This design comes from an exercise in tuning for small area, a short achievable clock period and few clock cycles per item on the open sky130 flow, not from production work.
Only simulation tests tie the RTL to the original design; equivalence was not proved.
Power and IR drop assume default switching activity.

==> flow/design.v <==
package fir_pkg;
  typedef enum logic [1:0] {
    ST_IDLE = 2'd0,
    ST_MAC  = 2'd1,
    ST_OUT  = 2'd2
  } state_e;
  function automatic int unsigned clog2(input int unsigned v);
    clog2 = 0;
    while ((32'd1 << clog2) < v) clog2 = clog2 + 1;
  endfunction
  function automatic int unsigned addr_w(input int unsigned depth);
    addr_w = (clog2(depth) == 0) ? 1 : clog2(depth);
  endfunction
  localparam int unsigned DEF_DATA_W = 16;
  localparam int unsigned DEF_COEF_W = 18;
  localparam int unsigned DEF_TAPS   = 102;
  localparam int unsigned PRE_W  = DEF_DATA_W + 1;
  localparam int unsigned PROD_W = DEF_DATA_W + DEF_COEF_W + 1;
  localparam int unsigned ACC_W  = PROD_W + clog2(DEF_TAPS / 2);
endpackage
module fir_coef_ram #(
  parameter int unsigned DEPTH  = 4,
  parameter int unsigned COEF_W = 18,
  parameter int unsigned AW     = 2
) (
  input  logic              clk,
  input  logic              rst,
  input  logic              we,
  input  logic [AW-1:0]     waddr,
  input  logic [COEF_W-1:0] wdata,
  input  logic [AW-1:0]     raddr,
  output logic [COEF_W-1:0] rdata
);
  logic [DEPTH-1:0][COEF_W-1:0] mem_q;
  logic [DEPTH-1:0][COEF_W-1:0] mem_d;
  always_comb begin
    mem_d = mem_q;
    for (int unsigned i = 0; i < DEPTH; i++) begin
      if (we && (waddr == AW'(i))) mem_d[i] = wdata;
    end
  end
  always_comb begin
    rdata = '0;
    for (int unsigned i = 0; i < DEPTH; i++) begin
      if (raddr == AW'(i)) rdata = mem_q[i];
    end
  end
  always_ff @(posedge clk or posedge rst) begin
    if (rst) begin
      for (int unsigned i = 0; i < DEPTH; i++) mem_q[i] <= '0;
    end else begin
      mem_q <= mem_d;
    end
  end
endmodule
module fir_symm_tdm #(
  parameter int unsigned DATA_W    = fir_pkg::DEF_DATA_W,
  parameter int unsigned COEF_W    = fir_pkg::DEF_COEF_W,
  parameter int unsigned TAPS      = fir_pkg::DEF_TAPS,
  parameter int unsigned OUT_SHIFT = 16
) (
  input  logic                          clk,
  input  logic                          rst,
  input  logic                          clear,
  input  logic                          in_valid,
  output logic                          in_ready,
  input  logic [DATA_W-1:0]             in_data,
  input  logic                          coef_we,
  input  logic [fir_pkg::addr_w(TAPS/2)-1:0]     coef_addr,
  input  logic [COEF_W-1:0]             coef_wdata,
  output logic                          out_valid,
  output logic [DATA_W-1:0]             out_data,
  output logic                          out_sat
);
  localparam int unsigned H     = TAPS / 2;
  localparam int unsigned AW    = fir_pkg::addr_w(H);
  localparam int unsigned SUM_W = DATA_W + 1;
  localparam int unsigned MUL_W = DATA_W + COEF_W + 1;
  localparam int unsigned AC_W  = MUL_W + fir_pkg::clog2(H);
  localparam logic signed [AC_W:0]   RND_C  = (AC_W+1)'(1) << (OUT_SHIFT - 1);
  localparam logic signed [AC_W:0]   SAT_MX = (AC_W+1)'({1'b0, {(DATA_W-1){1'b1}}});
  localparam logic signed [AC_W:0]   SAT_MN = ~SAT_MX;
  localparam logic [DATA_W-1:0]      OUT_MX = {1'b0, {(DATA_W-1){1'b1}}};
  localparam logic [DATA_W-1:0]      OUT_MN = {1'b1, {(DATA_W-1){1'b0}}};
  fir_pkg::state_e                    state_q, state_d;
  logic [AW-1:0]             idx_q, idx_d;
  logic signed [AC_W-1:0]    acc_q, acc_d;
  logic [TAPS-1:0][DATA_W-1:0] x_q;
  logic [TAPS-1:0][DATA_W-1:0] x_d;
  logic                      out_valid_q, out_valid_d;
  logic [DATA_W-1:0]         out_data_q, out_data_d;
  logic                      out_sat_q, out_sat_d;
  logic                      accept;
  logic                      coef_wr;
  logic [COEF_W-1:0]         coef_rd;
  logic signed [DATA_W-1:0]  tap_a, tap_b;
  logic signed [SUM_W-1:0]   pre_sum;
  logic signed [MUL_W-1:0]   pre_ext, coef_ext, prod;
  logic signed [AC_W:0]      rnd_sum, shifted;
  logic                      sat_hi, sat_lo;
  assign in_ready  = (state_q == fir_pkg::ST_IDLE) && !clear && !rst;
  assign accept    = in_valid && in_ready;
  assign coef_wr   = coef_we && (state_q == fir_pkg::ST_IDLE) && !clear;
  assign out_valid = out_valid_q;
  assign out_data  = out_data_q;
  assign out_sat   = out_sat_q;
  fir_coef_ram #(
    .DEPTH  (H),
    .COEF_W (COEF_W),
    .AW     (AW)
  ) u_coef_ram (
    .clk   (clk),
    .rst   (rst),
    .we    (coef_wr),
    .waddr (coef_addr),
    .wdata (coef_wdata),
    .raddr (idx_q),
    .rdata (coef_rd)
  );
  always_comb begin
    tap_a = '0;
    tap_b = '0;
    for (int unsigned i = 0; i < H; i++) begin
      if (idx_q == AW'(i)) begin
        tap_a = x_q[i];
        tap_b = x_q[TAPS-1-i];
      end
    end
    pre_sum  = SUM_W'(tap_a) + SUM_W'(tap_b);
    pre_ext  = MUL_W'(pre_sum);
    coef_ext = MUL_W'($signed(coef_rd));
    prod     = pre_ext * coef_ext;
  end
  always_comb begin
    rnd_sum = (AC_W+1)'(acc_q) + RND_C;
    shifted = rnd_sum >>> OUT_SHIFT;
    sat_hi  = shifted > SAT_MX;
    sat_lo  = shifted < SAT_MN;
  end
  always_ff @(posedge clk or posedge rst) begin
    if (rst) state_q <= fir_pkg::ST_IDLE;
    else     state_q <= state_d;
  end
  always_comb begin
    state_d = state_q;
    if (clear) begin
      state_d = fir_pkg::ST_IDLE;
    end else begin
      case (state_q)
        fir_pkg::ST_IDLE: if (accept) state_d = fir_pkg::ST_MAC;
        fir_pkg::ST_MAC:  if (idx_q == AW'(H - 1)) state_d = fir_pkg::ST_OUT;
        fir_pkg::ST_OUT:  state_d = fir_pkg::ST_IDLE;
        default: state_d = fir_pkg::ST_IDLE;
      endcase
    end
  end
  always_comb begin
    x_d         = x_q;
    idx_d       = idx_q;
    acc_d       = acc_q;
    out_valid_d = 1'b0;
    out_data_d  = out_data_q;
    out_sat_d   = out_sat_q;
    if (clear) begin
      for (int unsigned i = 0; i < TAPS; i++) x_d[i] = '0;
      idx_d = '0;
      acc_d = '0;
    end else begin
      case (state_q)
        fir_pkg::ST_IDLE: begin
          if (accept) begin
            x_d[0] = $signed(in_data);
            for (int unsigned i = 1; i < TAPS; i++) x_d[i] = x_q[i-1];
            idx_d = '0;
            acc_d = '0;
          end
        end
        fir_pkg::ST_MAC: begin
          acc_d = acc_q + AC_W'(prod);
          idx_d = idx_q + AW'(1);
        end
        fir_pkg::ST_OUT: begin
          out_valid_d = 1'b1;
          out_sat_d   = sat_hi || sat_lo;
          if (sat_hi)      out_data_d = OUT_MX;
          else if (sat_lo) out_data_d = OUT_MN;
          else             out_data_d = DATA_W'(shifted);
        end
        default: ;
      endcase
    end
  end
  always_ff @(posedge clk or posedge rst) begin
    if (rst) begin
      for (int unsigned i = 0; i < TAPS; i++) x_q[i] <= '0;
      idx_q       <= '0;
      acc_q       <= '0;
      out_valid_q <= 1'b0;
      out_data_q  <= '0;
      out_sat_q   <= 1'b0;
    end else begin
      x_q         <= x_d;
      idx_q       <= idx_d;
      acc_q       <= acc_d;
      out_valid_q <= out_valid_d;
      out_data_q  <= out_data_d;
      out_sat_q   <= out_sat_d;
    end
  end
endmodule
==> flow/run.sh <==
#!/bin/bash
# synth_recipe.tcl (not shown) runs the flow's synth.tcl, then flattens the netlist and writes it again
# the make line also repeats each setting of config.mk as NAME=value (left out here)
make -C /OpenROAD-flow-scripts/flow DESIGN_CONFIG=/design/flow/config.mk WORK_HOME=/design/flow/orfs CLKGATE_MAP_FILE= SYNTH_SCRIPT=/design/flow/synth_recipe.tcl finish
==> flow/config.mk <==
export PLATFORM = sky130hd
export DESIGN_NAME = fir_symm_tdm
export DESIGN_NICKNAME = fir_symm_tdm
export VERILOG_FILES = /design/flow/design.v
export SDC_FILE = /design/flow/constraint.sdc
export NUM_CORES = 4
export LEC_CHECK = 0
export CAP_MARGIN = 20
export CORE_MARGIN = 2
export CORE_UTILIZATION = 40
export SLEW_MARGIN = 20
==> flow/constraint.sdc <==
create_clock -name core_clock -period 12.0 [get_ports {clk}]
set_input_delay 2.4000 -clock core_clock [delete_from_list [all_inputs] [get_ports {clk}]]
set_output_delay 2.4000 -clock core_clock [all_outputs]
set_load 0.01 [all_outputs]
==> summary.txt <==
Run status:
- The flow ran to the end and the layout has no timing, DRC or antenna violations.

Die:
- For this design the top-level I/O count stands at 64.
- The initial utilization of the core area, before any placement, comes to 40.1%.
- Measured along the y axis, the die boundary spans 595 um.
- The floorplan has 217 rows.
- The die outline area is about 0.35 sq mm.
- The floorplan step defined a core boundary enclosing 0.349 sq mm.
- The floorplan step set the die width to 595 um.

STA:
- For the pin with the worst max-slew slack, the measured transition is 1.22 ns.
- The number of pins exceeding their max-slew limit in the final report is 0.
- On the final layout, the worst hold slack is 0.474 ns.
- The final critical-path required period is 11.57 ns.
- The total setup violations reported at the end of the flow is 0.
- Static timing analysis puts the maximum clock frequency at 86.4 MHz.
- Of the available clock period, the critical path in the final layout requires a little over nine tenths.
- The count of final hold-check violations is 0.
- The worst slew margin relative to its limit is 18.7%.
- Across the routed clock network, the largest skew measured is approximately 0.053 ns.

Critical path:
- The master of the slowest instance on the critical path is sky130_fd_sc_hd__a2111oi_0.
- The buffering stage count on the worst path with inverters included is 9.
- STA puts the critical path data required time at between 10 and 15 ns.
- In this design, the critical path's most frequently occurring cell is sky130_fd_sc_hd__fa_1.
- Broken down by cell family, the worst path's largest delay share belongs to compound AO/OA/AOI/OAI gates.
- Data on the critical path arrives at its endpoint at between 10 and 15 ns.
- STA classifies the critical path startpoint as a register.
- STA classifies the critical path endpoint as a register.
- The worst-path maximum fanout is 14.
- By startpoint and endpoint, the worst setup path is classified as register to register.
- The largest stage delay on the critical path is 0.65 ns.

Synthesis:
- The number of enable-type register cells in the synthesized netlist is 0.
- The count of yosys warnings during synthesis is 2.
- After synthesis, the largest area contributor takes up 46.9% of total cell area.
- The post-synthesis cell area is roughly 0.14 sq mm.
- After synthesis, the cell types taking the most area are sky130_fd_sc_hd__dfrtp_1, sky130_fd_sc_hd__nand2_1, sky130_fd_sc_hd__nand3b_1, sky130_fd_sc_hd__mux2_2, sky130_fd_sc_hd__fa_1.
- When the netlist entered floorplanning its net count stood at 14992.
- Each instance of the synthesized netlist takes up on average between 9 and 10 sq um.
- Counting instances in the post-synthesis netlist gives the leading cell types as sky130_fd_sc_hd__nand2_1, sky130_fd_sc_hd__dfrtp_1, sky130_fd_sc_hd__nand3b_1.
- The proportion of synthesized flip-flops having asynchronous set or reset is 100%.
- The number of instances in the synthesized netlist is ~14000.
- The sequential share of the synthesized area is about 47%.
- The synthesized design spends more area on one cell type than any other, namely sky130_fd_sc_hd__dfrtp_1.
- The number of storage elements in the synthesis netlist is 2617.
- In the synthesized netlist the dominant register cell turns out to be sky130_fd_sc_hd__dfrtp_1.
- Counting distinct cell types in the post-synthesis netlist gives approximately 110.
- The library cell with the highest instance count after synthesis is sky130_fd_sc_hd__nand2_1.

Detailed routing:
- After detailed routing, the number of remaining DRC violations is 0.
- The number of nets with antenna violations after routing is 0.
- The total via count in the routed design is 114149.
- After detailed routing, the total wire length is 515000 um.
- The routed length per instance is 26.5 um.
- The first routing iteration left between 10000 and 15000 violations.
- The first-pass iteration count of the detailed router is 7.
- The detailed-route vias per instance is 5.88.

Clocking:
- The number of levels in the clock H-tree is 5.
- The tree is rooted in a sky130_fd_sc_hd__clkbuf_16.
- The TritonCTS clock tree is done.
- The TritonCTS sink count is 2617.
- The insertion delay of the later-clocked pin in the worst-skew pair is 0.94 ns.
- The clock transition at the registers of the reported paths is 0.06 ns.
- Counting the buffers created by CTS gives 297.
- Buffers inserted to repair hold after CTS numbered 0.
- The maximum clock insertion buffer count is 4.

GRT:
- The number of global-route vias before repair is 109698.
- The global-route wire length before repair is 763000 um.
- The leftover overflow at the end of global routing is 0.
- The overall fraction of global-route tracks in use is 28.5%.
- Entering global routing, the biggest net connects 273 pins.
- The number of antenna violations at the first check in global routing is 21.

Cells and area:
- The share of cells above drive strength 1 is 17.1%.
- Cells fill 45.8% of the core in the end.
- The number of nets at the end of the flow is 15146.
- The layout overhead on the synthesized area is 14.3%.

Power:
- VDD sags by at most approximately 0.11 mV.
- Dividing total power by cell area gives a power density of roughly 130 mW/mm^2.
- The reported leakage power is around 80 nW.

Placement:
- The post-DP HPWL is 358000 um.
- At the end of routability-driven placement, the weighted congestion stood at 0.975.
- Port buffering added 63 buffers.

Min path:
- The class of the most critical hold timing path is register to register.

Flow run:
- The number of max-cap violations is 0.
## worst paths after layout
kind	startpoint	end	slack (ns)	depth (start not counted)
max	idx_q[1]	acc_q[39]	0.43	42
min	out_data_q[0]	out_data_q[0]	0.47	2
max reg2reg	idx_q[1]	acc_q[39]	0.43	42
min reg2reg	out_data_q[0]	out_data_q[0]	0.47	2
max in group asynchronous	rst	x_q[62]	5.53	7
min in group asynchronous	rst	u_coef_ram.mem_q[452]	2.37	3
## where the power goes
group	total [mW]	internal, mW	switching [mW]
Combinational	1.88	0.700	1.18
Clock	9.34	5.40	3.94
Sequential	9.22	9.07	0.147
## cells by family after synthesis
| logic type | share of synthesized area (%) |
|---|---|
| flops | 46.9 |
| fa+ha+maj | 6.86 |
| xor+xnor | 0.483 |
| buf+inv | 4.45 |
| simple gates | 23.3 |
| compound gates | 10.6 |
| mux | 7.41 |
## stage by stage
stage          instance area (sq um)  setup slack [ns]  power (mW)  setup TNS (ns)  std cells
2_1_floorplan                 140000            -32.50        10.6               -      14417
3_3_place_gp                  149000            -0.293        11.2          -0.481      18860
3_5_place_dp                  149000            -0.323        11.2          -0.497      18861
4_1_cts                       159000            0.0264        20.5               0      19392
5_1_grt                       160000           -0.0517        21.1         -0.0517      19405
6_report                      160000             0.427        20.4               0      19414
## worst reg2reg max path: cells and delay by family (launching register included)
kind,cells,cell delay [ns]
AND/OR/NAND/NOR,7,1.84
AO/OA/AOI/OAI,16,3.84
adder cells (fa/ha/maj),9,3.65
XOR/XNOR,1,0.18
flip-flops,1,0.44
buffers and inverters,9,1.45
## routing by layer
| layer | wire length [um] | vias up | global-route usage (%) | part of all wire (%) |
|---|---|---|---|---|
| met5 | 137 | - | 0.216 | 0.027 |
| met4 | 28100 | 8 | 13.8 | 5.5 |
| met3 | 39900 | 1021 | 5.50 | 7.7 |
| met2 | 230000 | 4653 | 43.3 | 45 |
| met1 | 217000 | 58329 | 39.0 | 42 |
| li1 | - | 50138 | - | - |
## layout by cell type (no fill, tap or decap), drive strengths merged, types with 40 or more instances in the layout
cell type,count
a2111oi,40
a211oi,67
a21oi,325
a221o,129
a221oi,265
a22o,43
a22oi,136
a31oi,41
buf,919
clkbuf,435
clkdlybuf4s50,44
clkinv,55
dfrtp,2617
fa,393
ha,137
inv,471
mux2,918
nand2,3860
nand3,129
nand3b,1644
nor2,513
nor2b,52
nor3,142
o211ai,94
o21ai,369
o221ai,104
o22ai,235
xnor2,43
## state kept, by name, summed over array words and instances, names as in the netlist
register and cells:
state_q 2, out_data_q 16, out_sat_q 1, acc_q 41
u_coef_ram.mem_q 918, x_q 1632, idx_q 6, out_valid_q 1
## cell type report
type | instances | area (sq um)
Inverter | 456 | 1720
Clock buffer | 434 | 8750
Multi-Input combinational cell | 10235 | 68700
Timing Repair Buffer | 964 | 8140
Sequential cell | 2617 | 65500
Clock inverter | 93 | 1060
Antenna cell | 16 | 40.0
Fill cell | 33212 | 189000
Tap cell | 4599 | 5750
## repair_timing
| item | CTS | global route |
|---|---|---|
| pin swaps | 2 | 9 |
| setup buffers | 4 | 4 |
| gates resized for setup | 5 | 72 |
| setup endpoints to repair | 9 | 20 |
Testbench counts, summed over its fixed seeds: cycles 27,144, items 512.

## afterwards: timing with drivers on the ports
Ports are ideal in the flow. The routed layout listed here was re-timed in OpenROAD. Step 1 sets driving cells, clkbuf_16 on the clock port and buf_2 on the other inputs (assumed; they add their load-dependent delay and slew). Step 2 also shifts input and output timing later by t, the mid clock arrival at the registers, as if the neighbouring blocks saw the same clock. Slacks: ideal / step 1 / step 2; pairs: ideal / step 1.
t (ns): 1.032
setup slack, ns: 0.427 / 0.427 / 0.427
clock arrival spread, ns: 0.056 / 0.056
slew at the worst register clock pin (ns): 0.07 / 0.07
worst data-port slew with drivers (ns): 0.28
After both steps setup and hold are still met in this run. For this run, drivers alone change the setup slack by 0.000 ns; drivers and shift together by 0.000 ns.
